From an optimization exercise on the open Yosys and OpenROAD flow, aimed at small area and a short achievable clock period; shortcuts taken in it are not production practice. Function was not checked in any run shown here: the RTL went through the layout flow alone.

File: flow/flow/run.sh
#!/bin/bash
# Own layout flow: the standard ORFS flow, run on the design with its array (modules alu_array
# and alu_row) replaced by cell-level rows that flow/mkgl2.py writes. Everything else, including
# synthesis of the rest of the design and its registers, is the standard flow.
set -euo pipefail
python3 flow/mkgl2.py design.v > design_gl.v 2> mkgl2.log
bash standard.sh VERILOG_FILES="$PWD/design_gl.v" SETUP_SLACK_MARGIN=20 > standard.log 2>&1
File: flow/standard.sh
#!/bin/bash
# synth_recipe.tcl (not shown) runs the flow's synth.tcl, then flattens the netlist and writes it again
# the make line also repeats each setting of config.mk as NAME=value (left out here)
make -C /OpenROAD-flow-scripts/flow DESIGN_CONFIG=/design/flow/config.mk WORK_HOME=/design/flow/orfs CLKGATE_MAP_FILE= SYNTH_SCRIPT=/design/flow/synth_recipe.tcl "${@:-finish}"
File: flow/constraint.sdc
create_clock -name core_clock -period 100.0 [get_ports {clk}]
set_input_delay 20.0000 -clock core_clock [delete_from_list [all_inputs] [get_ports {clk}]]
set_output_delay 20.0000 -clock core_clock [all_outputs]
set_load 0.01 [all_outputs]
File: flow/design.v
module alu #(
   parameter int unsigned WIDTH = 32
) (
   input  logic             clk,
   input  logic             rst,
   input  logic [WIDTH-1:0] A,
   input  logic [WIDTH-1:0] B,
   input  logic [2:0]       Opcode,
   output logic [WIDTH-1:0] Result,
   output logic             Error
);
   localparam int W = WIDTH;
   localparam logic DIV_EN = 1'b1;
   logic is_as, is_mul, is_div, sub;
   assign is_as  = (Opcode[2:1] == 2'b00);
   assign is_mul = (Opcode == 3'b010);
   assign is_div = DIV_EN && (Opcode == 3'b011);
   assign sub    = Opcode[0];
   logic          sa, sb, neg;
   logic [W-1:0]  ma, mb;
   assign sa  = A[W-1];
   assign sb  = B[W-1];
   assign neg = sa ^ sb;
   assign ma  = sa ? (~A + 1'b1) : A;
   assign mb  = sb ? (~B + 1'b1) : B;
   logic [W-1:0]  x, din;
   logic          cin;
   always_comb begin
      if (is_div)      x = ~mb;
      else if (is_mul) x = ma;
      else             x = B ^ {W{sub}};
   end
   assign cin = is_div | (is_as & sub);
   assign din = is_div ? ma : (is_as ? A : '0);
   logic [W-1:0]  hz, anz;
   always_comb begin
      hz[W-1]  = 1'b1;
      anz[W-1] = 1'b0;
      for (int k = W - 2; k >= 0; k--) begin
         hz[k]  = hz[k+1] & ~mb[k+1];
         anz[k] = anz[k+1] | ma[k+1];
      end
   end
   logic [W-1:0]  q;            
   logic [W-1:0]  lost;         
   logic [W-1:0]  c;            
   logic [W-1:0]  en_q, sel_st;
   logic [W-1:0]  p;
   for (genvar k = 0; k < W; k++) begin : g_ctl
      assign en_q[k]   = is_div & hz[k];
      assign sel_st[k] = is_mul ? mb[W-1-k] : (is_as && (k == W - 1));
      assign q[W-1-k]  = c[k] & hz[k];
      assign lost[k]   = mb[W-1-k] & (c[k] | anz[k]);
   end
   alu_array #(.W(W)) u_array (
      .din(din), .x(x), .cin(cin), .en_q(en_q), .sel_st(sel_st), .p(p), .c(c));
   logic          bz;
   logic [W-1:0]  v, md;
   assign bz = (B == '0);
   assign v  = is_div ? (q & {W{~bz}}) : p;
   assign md = neg ? (~v + 1'b1) : v;
   logic          p_min, mul_ovf, div_err, as_ovf;
   assign p_min   = p[W-1] & ~(|p[W-2:0]);
   assign mul_ovf = (|lost) | (p[W-1] & ~(neg & p_min));
   assign div_err = bz | (q[W-1] & ~neg);
   assign as_ovf  = (A[W-1] == x[W-1]) && (p[W-1] != A[W-1]);
   logic [W-1:0]  res_d;
   logic          err_d;
   always_comb begin
      res_d = '0;
      err_d = 1'b0;
      case (Opcode)
         3'b000, 3'b001: begin
            res_d = p;
            err_d = as_ovf;
         end
         3'b010: begin
            res_d = md;
            err_d = mul_ovf;
         end
         3'b011: begin
            if (DIV_EN) begin
               res_d = md;
               err_d = div_err;
            end else begin
               res_d = '0;
               err_d = 1'b1;
            end
         end
         3'b100: res_d = A & B;
         3'b101: res_d = A | B;
         3'b110: res_d = A ^ B;
         3'b111: res_d = ~A;
         default: begin
            res_d = '0;
            err_d = 1'b1;
         end
      endcase
   end
   always_ff @(posedge clk) begin
      if (rst) begin
         Result <= '0;
         Error  <= 1'b0;
      end else begin
         Result <= res_d;
         Error  <= err_d;
      end
   end
endmodule
module alu_array #(
   parameter int unsigned W = 32
) (
   input  logic [W-1:0] din,
   input  logic [W-1:0] x,
   input  logic         cin,
   input  logic [W-1:0] en_q,
   input  logic [W-1:0] sel_st,
   output logic [W-1:0] p,
   output logic [W-1:0] c
);
   logic [W-1:0] r [W+1];       
   assign r[0] = '0;
   for (genvar k = 0; k < W; k++) begin : g_row
      logic [k:0] rin, nxt;
      if (k == 0) begin : g_first
         assign rin = din[W-1];
      end else begin : g_rest
         assign rin = {r[k][k-1:0], din[W-1-k]};
      end
      alu_row #(.N(k + 1)) u_row (
         .rin(rin), .x(x[k:0]), .cin(cin), .en_q(en_q[k]), .sel_st(sel_st[k]),
         .nxt(nxt), .c(c[k]));
      if (k == W - 1) begin : g_last
         assign r[k+1] = nxt;
      end else begin : g_mid
         assign r[k+1] = {{(W-1-k){1'b0}}, nxt};
      end
   end
   assign p = r[W];
endmodule
module alu_row #(
   parameter int unsigned N = 8
) (
   input  logic [N-1:0] rin,
   input  logic [N-1:0] x,
   input  logic         cin,
   input  logic         en_q,
   input  logic         sel_st,
   output logic [N-1:0] nxt,
   output logic         c
);
   logic [N-1:0] s;
   assign {c, s} = {1'b0, rin} + {1'b0, x} + cin;
   assign nxt = ((c & en_q) | sel_st) ? s : rin;
endmodule
File: flow/flow/mkgl2.py
#!/usr/bin/env python3
"""Replace the behavioural array of design.v (modules alu_array and alu_row) by cell-level
rows (sky130_fd_sc_hd).

usage: mkgl2.py design.v > design_gl.v

alu_array in the RTL: row k takes the value r left by row k-1 (k bits), brings in din[W-1-k],
    {c[k], s} = {r, din[W-1-k]} + x[k:0] + cin
    r        = ((c[k] & en_q[k]) | sel_st[k]) ? s : {r, din[W-1-k]}
Here each row is a Brent-Kung adder with alternating AOI/OAI levels and an inverting 2:1 mux,
so rows alternate between passing r and ~r to the next row: even rows take r and give ~r,
odd rows take ~r and give r (W is even, so the last row gives r).
"""
import re
import sys

PFX = "sky130_fd_sc_hd__"
W = 32


class Row:
    """Row k (n = k + 1 bits). pin: True when the bits from the row above arrive true (even k)."""

    def __init__(self, k):
        self.k, self.n = k, k + 1
        self.pin = (k % 2 == 0)
        self.lines, self.wires, self.cnt = [], [], 0
        self.inv_cache = {}

    def w(self):
        self.cnt += 1
        self.wires.append(f"w{self.cnt}")
        return f"w{self.cnt}"

    def cell(self, typ, **pins):
        self.cnt += 1
        conns = ", ".join(f".{p}({v})" for p, v in pins.items())
        self.lines.append(f"  {PFX}{typ} c{self.cnt} ({conns});")

    def inv(self, net):
        if net not in self.inv_cache:
            y = self.w()
            self.cell("inv_1", A=net, Y=y)
            self.inv_cache[net] = y
        return self.inv_cache[net]

    def pol(self, sig, want):
        net, p = sig
        return net if p == want else self.inv(net)

    def combine(self, G, P, i, j):
        tgt = G[i][1]
        gi, pi, gj = self.pol(G[i], tgt), self.pol(P[i], tgt), self.pol(G[j], tgt)
        y = self.w()
        self.cell("a21oi_1" if tgt else "o21ai_1", A1=pi, A2=gj, B1=gi, Y=y)
        newp = None
        if P[j] is not None:
            pj = self.pol(P[j], tgt)
            yp = self.w()
            self.cell("nand2_1" if tgt else "nor2_1", A=pi, B=pj, Y=yp)
            newp = (yp, not tgt)
        G[i] = (y, not tgt)
        P[i] = newp

    def build(self):
        n, pin = self.n, self.pin
        m = n + 1
        G = [None] * m
        P = [None] * m
        # level 0: true rows give (~p, ~g), complement rows give (p, g)
        lvl0 = not pin          # polarity of level-0 outputs
        G[0] = ("cin", True) if lvl0 else ("cin_n", False)
        psig = []
        for i in range(n):
            xi, xni = f"x[{i}]", f"xn[{i}]"
            pp, gg = self.w(), self.w()
            if i == 0:                      # din: always true
                if lvl0:
                    self.cell("xor2_1", A="din", B=xi, X=pp)
                    self.cell("and2_1", A="din", B=xi, X=gg)
                else:
                    self.cell("xnor2_1", A="din", B=xi, Y=pp)
                    self.cell("nand2_1", A="din", B=xi, Y=gg)
            else:
                r = f"rp[{i-1}]"
                if pin:                     # r true: ~p, ~g
                    self.cell("xnor2_1", A=r, B=xi, Y=pp)
                    self.cell("nand2_1", A=r, B=xi, Y=gg)
                else:                       # r complemented: p = xnor(~r, x), g = nor(~r, ~x)
                    self.cell("xnor2_1", A=r, B=xi, Y=pp)
                    self.cell("nor2_1", A=r, B=xni, Y=gg)
            psig.append((pp, lvl0))
            G[i + 1] = (gg, lvl0)
            P[i + 1] = (pp, lvl0)
        levels = max(1, (m - 1).bit_length())
        for l in range(levels):
            for i in range(m - 1, -1, -1):
                if (i + 1) % (2 << l) == 0 and i - (1 << l) >= 0:
                    self.combine(G, P, i, i - (1 << l))
        for l in range(levels - 2, -1, -1):
            for i in range(m - 1, -1, -1):
                if (i + 1) % (2 << l) == (1 << l) and i >= (2 << l):
                    self.combine(G, P, i, i - (1 << l))
        # carry out and select
        cnet, cpos = G[n]
        size = "1" if n < 6 else ("2" if n < 14 else "4")
        sel = self.w()
        if cpos:
            self.lines.append(f"  assign c = {cnet};")
            self.cell(f"a21oi_{size}", A1=cnet, A2="en_q", B1="sel_st", Y=sel)
            sel_true = False
        else:
            self.lines.append(f"  assign c = {self.inv(cnet)};")
            self.cell(f"o21ai_{size}", A1=cnet, A2=self.inv("en_q"), B1=self.inv("sel_st"), Y=sel)
            sel_true = True
        # sums and inverting muxes: true rows give ~nxt, complement rows give nxt
        want_s = pin                 # mux data polarity equals the row's input polarity
        for i in range(n):
            pnet, ppos = psig[i]
            cn, cp = G[i]
            s = self.w()
            # xor2(a, b) = p ^ c ^ (a is ~p) ^ (b is ~c)
            flips = (not ppos) ^ (not cp)
            gives_s = not flips       # xor2 output is s when flips is even
            if gives_s == want_s:
                self.cell("xor2_1", A=pnet, B=cn, X=s)
            else:
                self.cell("xnor2_1", A=pnet, B=cn, Y=s)
            if i == 0:
                rside = "din" if pin else self.inv("din")
            else:
                rside = f"rp[{i-1}]"
            a0, a1 = (rside, s) if sel_true else (s, rside)
            self.cell("mux2i_1", S=sel, A0=a0, A1=a1, Y=f"nxt[{i}]")

    def emit(self):
        self.build()
        k, n = self.k, self.n
        rp = f"input [{k-1}:0] rp, " if k > 0 else ""
        out = [f"module alu_row_gl_{k} (input din, {rp}input [{k}:0] x, input [{k}:0] xn,"
               f" input cin, input cin_n, input en_q, input sel_st, output [{k}:0] nxt, output c);"]
        out += [f"  wire {x};" for x in self.wires]
        out += self.lines
        out.append("endmodule")
        return "\n".join(out)


def array():
    out = ["module alu_array #(", "   parameter int unsigned W = 32", ") (",
           "   input  logic [W-1:0] din,", "   input  logic [W-1:0] x,", "   input  logic cin,",
           "   input  logic [W-1:0] en_q,", "   input  logic [W-1:0] sel_st,",
           "   output logic [W-1:0] p,", "   output logic [W-1:0] c", ");",
           f"   wire [{W-1}:0] xn;", "   wire cin_n;",
           f"   {PFX}inv_1 u_cin (.A(cin), .Y(cin_n));"]
    for j in range(W):
        out.append(f"   {PFX}inv_2 u_xn{j} (.A(x[{j}]), .Y(xn[{j}]));")
    for k in range(W):
        out.append(f"   wire [{k}:0] r{k};")
    for k in range(W):
        rp = f".rp(r{k-1}), " if k > 0 else ""
        out.append(f"   alu_row_gl_{k} u_row{k} (.din(din[{W-1-k}]), {rp}.x(x[{k}:0]), .xn(xn[{k}:0]),"
                   f" .cin(cin), .cin_n(cin_n), .en_q(en_q[{k}]), .sel_st(sel_st[{k}]),"
                   f" .nxt(r{k}), .c(c[{k}]));")
    out.append(f"   assign p = r{W-1};")
    out.append("endmodule")
    return "\n".join(out)


def main():
    text = open(sys.argv[1]).read()
    for mod in ("alu_array", "alu_row"):
        text, k = re.subn(r"^module %s\b.*?^endmodule\s*$" % mod, "", text, flags=re.S | re.M)
        if k != 1:
            sys.exit(f"mkgl2: expected one {mod} module in the design")
    if not re.search(r"alu_array\s*#\s*\(\s*\.W\s*\(\s*W\s*\)\s*\)", text) or \
            not re.search(r"localparam\s+int\s+W\s*=\s*WIDTH\s*;", text) or \
            not re.search(r"parameter\s+int\s+unsigned\s+WIDTH\s*=\s*32\b", text):
        sys.exit("mkgl2: the cell-level array is built for WIDTH 32 only")
    parts = [text, array()]
    for k in range(W):
        parts.append(Row(k).emit())
    print("\n".join(parts))


if __name__ == "__main__":
    main()
File: flow/config.mk
export PLATFORM = sky130hd
export DESIGN_NAME = alu
export DESIGN_NICKNAME = alu
export VERILOG_FILES = /design/flow/design.v
export SDC_FILE = /design/flow/constraint.sdc
export NUM_CORES = 4
export LEC_CHECK = 0
export ABC_AREA = 1
export CAP_MARGIN = 20
export CORE_MARGIN = 2
export CORE_UTILIZATION = 40
export SLEW_MARGIN = 20
==> results_dict.tcl, run 1 <==
set metrics [dict create \
    placement.setup.worst_slack_ns 9.10 \
    drt.antenna.violating_nets 0 \
    synthesis.area_per_instance_um2 6.31 \
    synth_cell_type_count 66 \
    drt-initial-drc-count 5302 \
    clk_pin_slew_worst_paths_ns 0.09 \
    maxCapViolCount 0 \
    cts-buffers-inserted 5 \
    detail_route.drc_violations 0 \
    slowest_stage "sky130_fd_sc_hd__mux2i_4" \
    routabilityCongestion 1.07 \
    final_cell_mix "sky130_fd_sc_hd__nand2_1, sky130_fd_sc_hd__nor2_1, sky130_fd_sc_hd__buf_4" \
    core_area_mm2 0.0803 \
    slowest_delay_ns 0.37 \
    worstSetupPathType "input pin to flip-flop" \
    tns_ns 0 \
    setup-violations-final 0 \
    floorplan.rows 104 \
    finish.instance_area_mm2 0.0500 \
    dpl.cell_count 6295 \
    ctsLongestPathBuffers 2 \
    maxSlewViolCount 0 \
    synth_fp_nets 5257 \
    cell_area_after_synthesis_mm2 0.0323 \
    cts_htree_levels 2 \
    final_layout_size_suffix_gt1_frac 0.343 \
    tightest_slew_ns 1.31 \
    cp_max_fo 8 \
    detailed_place_hpwl_um 110000 \
    clockRootBuffer "sky130_fd_sc_hd__clkbuf_16" \
    yosys_most_used_dff "sky130_fd_sc_hd__dfxtp_1" \
    detailedRoute.firstPassIterationCount 9 \
    hold_ws_ns 20.40 \
    globalRouteOverflowTotal 0 \
    instances_no_fill 6846 \
    final_common_cell "sky130_fd_sc_hd__nand2_1" \
    grt_max_degree 48 \
    design.final.nets 5921 \
    timing.final.ws_setup_ns 18.92 \
    most_common_cell_on_crit_path "sky130_fd_sc_hd__o21ai_4" \
    ys.warnings.count 1 \
    dr_total_vias 42700 \
    postSynth.asyncResetShare 0 \
    synth.yosys.seq_area_share 0.0204 \
    tritoncts "yes" \
    grt_first_pass_wirelength_um 217000 \
    part_of_the_cycle_the_worst_path_needs 0.811 \
    run_status "no timing/DRC/antenna violations" \
    initial_utilization 0.403 \
    placedInstanceArea_mm2 0.0363 \
    per_cell_routed_wire_length_um 25.2 \
    die_width_um 288 \
    synth_enable_flop_cells 0 \
    worst-endpoint-required_ns 100.22 \
    number_of_global_route_vias_before_repair 34500 \
    detail_route.vias_per_cell 6.24 \
    utilization_after_layout 0.623 \
    fillerInstances 6431 \
    track_usage 0.343 \
    die_h_um 288 \
    timing.critical_path.to_type "flip-flop" \
    num_io_pins 102 \
    netlist_instances 5121 \
    die_area_mm2 0.0831 \
    critical_path_arrival_ns 81.30 \
    area_delta_synth_final_pct 54.7 \
    worstHoldPathType "input pin to flip-flop" \
    cts.sinks 33 \
    finalHoldViolations 0 \
    finalCriticalPeriod_ns 81.08 \
    startpoint_class "input pin" \
    num_antenna_cells 0 \
    fmax_mhz 12.3 \
    unrepaired_setup_endpoints_after_global_routing "yes" \
    timing.hold.worst_path_depth 6 \
    flops_latches_synth 33 \
    maxSlewHeadroom 0.121 \
    wl_um 173000 \
    io_buffers 101 \
    antenna_found_initial 4 \
    cts_hold_buf 0 \
]
## Yosys cell counts (36+ instances only)
library cell,n,share of area
sky130_fd_sc_hd__xnor2_1,800,0.22
sky130_fd_sc_hd__nand2_1,726,0.084
sky130_fd_sc_hd__nor2_1,615,0.071
sky130_fd_sc_hd__mux2i_1,528,0.16
sky130_fd_sc_hd__a21oi_1,500,0.077
sky130_fd_sc_hd__o21ai_1,451,0.070
sky130_fd_sc_hd__inv_1,445,0.052
sky130_fd_sc_hd__xor2_1,341,0.092
sky130_fd_sc_hd__o21ai_0,93,0.014
sky130_fd_sc_hd__nand3_1,82,0.013
sky130_fd_sc_hd__ha_1,67,0.026
sky130_fd_sc_hd__inv_2,48,0.0056
sky130_fd_sc_hd__clkbuf_1,45,0.0052
sky130_fd_sc_hd__o22ai_1,41,0.0079
sky130_fd_sc_hd__a221oi_1,36,0.0098
## flip-flops by register name, indices dropped and copies added, names as in the netlist
signal / cells
Error: 1
Result: 32
## timing repair
item	CTS	global route
hold endpoints to repair	0	0
setup buffers	94	411
pin swaps	47	386
resized for setup	346	1211
endpoints found under the setup margin	33	33
gates cloned	12	25
## kinds of logic (layout without fill, tap and decap cells)
| logic type | count (synthesis) | in the layout | synth area share |
|---|---|---|---|
| buffers and inverters | 556 | 1215 | 0.0654 |
| AO/OA/AOI/OAI | 1212 | 1218 | 0.206 |
| XOR/XNOR | 1144 | 1144 | 0.311 |
| multiplexers | 528 | 528 | 0.164 |
| adder cells (fa/ha/maj) | 67 | 67 | 0.0259 |
| AND/OR/NAND/NOR | 1581 | 1581 | 0.207 |
| flip-flops | 33 | 33 | 0.0204 |
## cell type report
class	count	area, µm²	share of cell area
multi-input cells	4538	39300	0.786
repair buffers	712	6640	0.133
inverters	495	1900	0.0379
well taps	1060	1330	0.0265
flip-flops and latches	33	661	0.0132
clock buffers	5	125	0.00250
clock inverters	3	68.8	0.00138
## per-layer routing
metal	track usage	wire [µm]	part of all wire
met3	0.0520	18900	0.11
met4	0.198	16400	0.095
met1	0.443	62900	0.36
met2	0.542	74600	0.43
met5	0	27	0.00016
## critical path, delay by kind of cell
kind            cells  cell delay [ns]
compound gates    156            26.75
xor+xnor           30             5.82
fa+ha+maj           1             0.17
buf+inv            61             8.50
mux                32             9.30
simple gates       84            10.46
## final timing paths
| check | startpoint | to |
|---|---|---|
| worst min-delay path | B[2] | Result[2]$_SDFF_PP0_ |
| worst max-delay path | B[0] | Error$_SDFF_PP0_ |
==> inputs of run 2 (changes only) <==
==> flow/flow/run.sh (replaced) <==
#!/bin/bash
# Own layout flow: the standard ORFS flow, run on the design with its array (modules alu_array
# and alu_row) replaced by cell-level rows that flow/mkgl3.py writes. Everything else, including
# synthesis of the rest of the design and its registers, is the standard flow.
set -euo pipefail
python3 flow/mkgl3.py design.v > design_gl.v 2> mkgl3.log
bash standard.sh VERILOG_FILES="$PWD/design_gl.v" > standard.log 2>&1
==> flow/flow/mkgl3.py (new file) <==
#!/usr/bin/env python3
"""Replace the behavioural array of design.v (modules alu_array and alu_row) by cell-level
rows (sky130_fd_sc_hd).

usage: mkgl2.py design.v > design_gl.v

alu_array in the RTL: row k takes the value r left by row k-1 (k bits), brings in din[W-1-k],
    {c[k], s} = {r, din[W-1-k]} + x[k:0] + cin
    r        = ((c[k] & en_q[k]) | sel_st[k]) ? s : {r, din[W-1-k]}
Here each row is a Brent-Kung adder with alternating AOI/OAI levels and an inverting 2:1 mux,
so rows alternate between passing r and ~r to the next row: even rows take r and give ~r,
odd rows take ~r and give r (W is even, so the last row gives r).
"""
import re
import sys

PFX = "sky130_fd_sc_hd__"
W = 32
FAN = 12      # mux selects per select gate


class Row:
    """Row k (n = k + 1 bits). pin: True when the bits from the row above arrive true (even k)."""

    def __init__(self, k):
        self.k, self.n = k, k + 1
        self.pin = (k % 2 == 0)
        self.lines, self.wires, self.cnt = [], [], 0
        self.inv_cache = {}

    def w(self):
        self.cnt += 1
        self.wires.append(f"w{self.cnt}")
        return f"w{self.cnt}"

    def cell(self, typ, **pins):
        self.cnt += 1
        conns = ", ".join(f".{p}({v})" for p, v in pins.items())
        self.lines.append(f"  {PFX}{typ} c{self.cnt} ({conns});")

    def inv(self, net):
        if net not in self.inv_cache:
            y = self.w()
            self.cell("inv_1", A=net, Y=y)
            self.inv_cache[net] = y
        return self.inv_cache[net]

    def pol(self, sig, want):
        net, p = sig
        return net if p == want else self.inv(net)

    def combine(self, G, P, i, j):
        tgt = G[i][1]
        gi, pi, gj = self.pol(G[i], tgt), self.pol(P[i], tgt), self.pol(G[j], tgt)
        y = self.w()
        self.cell("a21oi_1" if tgt else "o21ai_1", A1=pi, A2=gj, B1=gi, Y=y)
        newp = None
        if P[j] is not None:
            pj = self.pol(P[j], tgt)
            yp = self.w()
            self.cell("nand2_1" if tgt else "nor2_1", A=pi, B=pj, Y=yp)
            newp = (yp, not tgt)
        G[i] = (y, not tgt)
        P[i] = newp

    def build(self):
        n, pin = self.n, self.pin
        m = n + 1
        G = [None] * m
        P = [None] * m
        # level 0: true rows give (~p, ~g), complement rows give (p, g)
        lvl0 = not pin          # polarity of level-0 outputs
        G[0] = ("cin", True) if lvl0 else ("cin_n", False)
        psig = []
        for i in range(n):
            xi, xni = f"x[{i}]", f"xn[{i}]"
            pp, gg = self.w(), self.w()
            if i == 0:                      # din: always true
                if lvl0:
                    self.cell("xor2_1", A="din", B=xi, X=pp)
                    self.cell("and2_1", A="din", B=xi, X=gg)
                else:
                    self.cell("xnor2_1", A="din", B=xi, Y=pp)
                    self.cell("nand2_1", A="din", B=xi, Y=gg)
            else:
                r = f"rp[{i-1}]"
                if pin:                     # r true: ~p, ~g
                    self.cell("xnor2_1", A=r, B=xi, Y=pp)
                    self.cell("nand2_1", A=r, B=xi, Y=gg)
                else:                       # r complemented: p = xnor(~r, x), g = nor(~r, ~x)
                    self.cell("xnor2_1", A=r, B=xi, Y=pp)
                    self.cell("nor2_1", A=r, B=xni, Y=gg)
            psig.append((pp, lvl0))
            G[i + 1] = (gg, lvl0)
            P[i + 1] = (pp, lvl0)
        levels = max(1, (m - 1).bit_length())
        for l in range(levels):
            for i in range(m - 1, -1, -1):
                if (i + 1) % (2 << l) == 0 and i - (1 << l) >= 0:
                    self.combine(G, P, i, i - (1 << l))
        for l in range(levels - 2, -1, -1):
            for i in range(m - 1, -1, -1):
                if (i + 1) % (2 << l) == (1 << l) and i >= (2 << l):
                    self.combine(G, P, i, i - (1 << l))
        # carry out and select; the select is built by ceil(n / FAN) gates side by side
        cnet, cpos = G[n]
        ncopy = (n + FAN - 1) // FAN
        per = (n + ncopy - 1) // ncopy
        size = "1" if per < 5 else ("2" if per < 10 else "4")
        sels = []
        if cpos:
            self.lines.append(f"  assign c = {cnet};")
            for _ in range(ncopy):
                y = self.w()
                self.cell(f"a21oi_{size}", A1=cnet, A2="en_q", B1="sel_st", Y=y)
                sels.append(y)
            sel_true = False
        else:
            self.lines.append(f"  assign c = {self.inv(cnet)};")
            for _ in range(ncopy):
                y = self.w()
                self.cell(f"o21ai_{size}", A1=cnet, A2=self.inv("en_q"), B1=self.inv("sel_st"), Y=y)
                sels.append(y)
            sel_true = True
        # sums and inverting muxes: true rows give ~nxt, complement rows give nxt
        want_s = pin                 # mux data polarity equals the row's input polarity
        for i in range(n):
            pnet, ppos = psig[i]
            cn, cp = G[i]
            s = self.w()
            # xor2(a, b) = p ^ c ^ (a is ~p) ^ (b is ~c)
            flips = (not ppos) ^ (not cp)
            gives_s = not flips       # xor2 output is s when flips is even
            if gives_s == want_s:
                self.cell("xor2_1", A=pnet, B=cn, X=s)
            else:
                self.cell("xnor2_1", A=pnet, B=cn, Y=s)
            if i == 0:
                rside = "din" if pin else self.inv("din")
            else:
                rside = f"rp[{i-1}]"
            a0, a1 = (rside, s) if sel_true else (s, rside)
            self.cell("mux2i_1", S=sels[i // per], A0=a0, A1=a1, Y=f"nxt[{i}]")

    def emit(self):
        self.build()
        k, n = self.k, self.n
        rp = f"input [{k-1}:0] rp, " if k > 0 else ""
        out = [f"module alu_row_gl_{k} (input din, {rp}input [{k}:0] x, input [{k}:0] xn,"
               f" input cin, input cin_n, input en_q, input sel_st, output [{k}:0] nxt, output c);"]
        out += [f"  wire {x};" for x in self.wires]
        out += self.lines
        out.append("endmodule")
        return "\n".join(out)


def array():
    out = ["module alu_array #(", "   parameter int unsigned W = 32", ") (",
           "   input  logic [W-1:0] din,", "   input  logic [W-1:0] x,", "   input  logic cin,",
           "   input  logic [W-1:0] en_q,", "   input  logic [W-1:0] sel_st,",
           "   output logic [W-1:0] p,", "   output logic [W-1:0] c", ");",
           f"   wire [{W-1}:0] xn;", "   wire cin_n;",
           f"   {PFX}inv_1 u_cin (.A(cin), .Y(cin_n));"]
    for j in range(W):
        out.append(f"   {PFX}inv_2 u_xn{j} (.A(x[{j}]), .Y(xn[{j}]));")
    for k in range(W):
        out.append(f"   wire [{k}:0] r{k};")
    for k in range(W):
        rp = f".rp(r{k-1}), " if k > 0 else ""
        out.append(f"   alu_row_gl_{k} u_row{k} (.din(din[{W-1-k}]), {rp}.x(x[{k}:0]), .xn(xn[{k}:0]),"
                   f" .cin(cin), .cin_n(cin_n), .en_q(en_q[{k}]), .sel_st(sel_st[{k}]),"
                   f" .nxt(r{k}), .c(c[{k}]));")
    out.append(f"   assign p = r{W-1};")
    out.append("endmodule")
    return "\n".join(out)


def main():
    text = open(sys.argv[1]).read()
    for mod in ("alu_array", "alu_row"):
        text, k = re.subn(r"^module %s\b.*?^endmodule\s*$" % mod, "", text, flags=re.S | re.M)
        if k != 1:
            sys.exit(f"mkgl2: expected one {mod} module in the design")
    if not re.search(r"alu_array\s*#\s*\(\s*\.W\s*\(\s*W\s*\)\s*\)", text) or \
            not re.search(r"localparam\s+int\s+W\s*=\s*WIDTH\s*;", text) or \
            not re.search(r"parameter\s+int\s+unsigned\s+WIDTH\s*=\s*32\b", text):
        sys.exit("mkgl2: the cell-level array is built for WIDTH 32 only")
    parts = [text, array()]
    for k in range(W):
        parts.append(Row(k).emit())
    print("\n".join(parts))


if __name__ == "__main__":
    main()
removed: flow/flow/mkgl2.py
==> results_dict.tcl, run 2 <==
set metrics [dict create \
    netlist_instances 5149 \
    cp_max_fo 12 \
    die_area_mm2 0.0839 \
    globalRouteOverflowTotal 0 \
    detailed_place_hpwl_um 116000 \
    slowest_delay_ns 0.69 \
    post_synth_main_area_contributors "sky130_fd_sc_hd__xnor2_1, sky130_fd_sc_hd__mux2i_1, sky130_fd_sc_hd__xor2_1" \
    core_area_mm2 0.0807 \
    synth_area_leader_cell "sky130_fd_sc_hd__xnor2_1" \
    num_antenna_cells 0 \
    detail_route.drc_violations 0 \
    ys.warnings.count 1 \
    ctsLongestPathBuffers 2 \
    grt_first_pass_wirelength_um 213000 \
    tritoncts "yes" \
    top_register "Result" \
    floorplan.rows 104 \
    slowest_stage "sky130_fd_sc_hd__a21oi_1" \
    antenna_found_initial 6 \
    timing.final.ws_setup_ns 6.63 \
    finalHoldViolations 0 \
    wl_um 147000 \
    finalCriticalPeriod_ns 93.37 \
    detail_route.vias_per_cell 5.81 \
    largest_register_ff_count 32 \
    die_h_um 290 \
    synth.yosys.seq_area_share 0.0202 \
    setup-violations-final 0 \
    busiest_layer "met2" \
    fmax_mhz 10.7 \
    drt.antenna.violating_nets 0 \
    tightest_slew_ns 1.20 \
    postSynth.asyncResetShare 0 \
    synth_cell_type_count 66 \
    maxSlewHeadroom 0.197 \
    groute.layer.met2.usage 0.517 \
    netlist.area_leader.share 0.215 \
    grt.met3_usage 0.0533 \
    yosys_most_used_dff "sky130_fd_sc_hd__dfxtp_1" \
    cts_htree_levels 2 \
    global_route.usage.met1 0.456 \
    final_common_cell "sky130_fd_sc_hd__xnor2_1" \
    synth_fp_nets 5285 \
    dr_total_vias 37100 \
    drt-initial-drc-count 3849 \
    maxCapViolCount 0 \
    largest_registers_ranked_by_flip_flop_count "Result (32), Error (1)" \
    timing.critical_path.to_type "flip-flop" \
    initial_utilization 0.405 \
    critical_path_arrival_ns 93.56 \
    worstSetupPathType "input pin to flip-flop" \
    synthesis.area_per_instance_um2 6.34 \
    grt_max_degree 65 \
    num_io_pins 102 \
    maxSlewViolCount 0 \
    design.final.nets 5460 \
    area_delta_synth_final_pct 11.5 \
    final_cell_mix "sky130_fd_sc_hd__xnor2_1, sky130_fd_sc_hd__nand2_1, sky130_fd_sc_hd__nor2_1" \
    synth_top_cells_by_count "sky130_fd_sc_hd__xnor2_1, sky130_fd_sc_hd__nand2_1, sky130_fd_sc_hd__nor2_1, sky130_fd_sc_hd__mux2i_1, sky130_fd_sc_hd__a21oi_1" \
    worstHoldPathType "input pin to flip-flop" \
    clockRootBuffer "sky130_fd_sc_hd__clkbuf_16" \
    worst-endpoint-required_ns 100.19 \
    io_buffers 101 \
    placement.setup.worst_slack_ns 2.74 \
    die_width_um 290 \
    routabilityCongestion 1.07 \
    synth_enable_flop_cells 0 \
    cell_area_after_synthesis_mm2 0.0327 \
    finish.instance_area_mm2 0.0364 \
    final_layout_size_suffix_gt1_frac 0.0729 \
    flops_latches_synth 33 \
    detailedRoute.firstPassIterationCount 6 \
    cts-buffers-inserted 5 \
    most_common_cell_on_crit_path "sky130_fd_sc_hd__o21ai_1" \
    startpoint_class "input pin" \
    per_cell_routed_wire_length_um 23.0 \
    clk_pin_slew_worst_paths_ns 0.06 \
    cts.sinks 33 \
    synth.most_common_cell "sky130_fd_sc_hd__xnor2_1" \
    placedInstanceArea_mm2 0.0356 \
    part_of_the_cycle_the_worst_path_needs 0.934 \
    run_status "no timing/DRC/antenna violations" \
    number_of_global_route_vias_before_repair 33400 \
    track_usage 0.334 \
]
==> run 2: changes by cell type after synthesis, sizes merged <==
cell	before	now
o21ai	568	591
a21oi	505	510
==> run 2: path summary, 6_finish.rpt <==
check  from                    end  slack (ns)  cells past startpoint
min     rst  Result[31]$_SDFF_PP0_       20.57                      3
max    B[0]       Error$_SDFF_PP0_        6.63                    335
==> run 2: cells by family after synthesis <==
family / share of synthesized area
xor gates and xnor gates: 0.308
DFF: 0.0202
AOI/OAI and AO/OA: 0.215
muxes: 0.162
adders and majority gates: 0.0257
and+or+nand+nor: 0.205
buffers and inverters: 0.0647
==> run 2: layout make-up <==
class                      count  area (µm²)
tap                         1060        1330
timing repair buffer         229        2020
multi-input combinational   4560       30400
sequential                    33         661
fill                        8611       44300
clock inverter                 2        35.0
inverter                     495        1860
clock buffer                   5         125
==> run 2: layer usage <==
layer,share of wire,vias to the layer above
met5,0.00029,-
met4,0.051,6
met3,0.092,321
met2,0.42,1739
met1,0.43,17400
li1,-,17600
==> run 2: stage by stage <==
stage / cells / TNS [ns] / hold WS (ns) / util
finish: 6384 / 0 / 20.57 / 0.451
CTS: 6328 / 0 / 20.57 / 0.443
global route: 6384 / -0.149 / 20.59 / 0.451
global placement: 6321 / 0 / 20.73 / 0.441
detailed placement: 6321 / 0 / 20.74 / 0.441
floorplan: 5149 / 0 / 20.28 / -
==> run 2: critical path, delay by kind of cell <==
family | cells | cell delay [ns]
adders and majority gates | 1 | 0.27
muxes | 32 | 11.14
and+or+nand+nor | 64 | 7.75
AOI/OAI and AO/OA | 174 | 42.84
xor gates and xnor gates | 33 | 7.51
buffers and inverters | 31 | 3.86
==> run 2: what timing repair did <==
action / 4_1_cts / 5_1_grt
resized for setup: 0 / 36
buffers inserted: 0 / 56
setup endpoints to repair: 0 / 33
hold endpoints to repair: 0 / 0
hold buffers: 0 / 0

-- re-timing with driven ports --
No port has a modelled driver above. Below, the same layouts with a new extraction and two added sets of constraints. Step 1 (the two cells are an assumption about what drives the block):
set clk [get_ports {clk}]
set_driving_cell -lib_cell sky130_fd_sc_hd__clkbuf_16 $clk
set_driving_cell -lib_cell sky130_fd_sc_hd__buf_2 [delete_from_list [all_inputs] $clk]
Step 2, shift: input delay + t, output delay - t, t = (earliest + latest rising clock arrival at the registers) / 2. This alone moves slack from input paths to output paths. a / b / c = ideal / step 1 / step 2; a / b = the first two.
run	shift t [ns]	setup WS [ns]	worst register clock-pin slew, ns	pins driven straight from the clock port
run 1	0.345	18.921 / 18.940 / 18.595	0.09 / 0.09	1
run 2	0.326	6.632 / 6.650 / 6.324	0.06 / 0.06	1
After both steps every run listed still meets setup and hold. For run 1, which loses most, drivers alone change the setup slack by +0.019 ns; drivers and shift together by -0.326 ns.
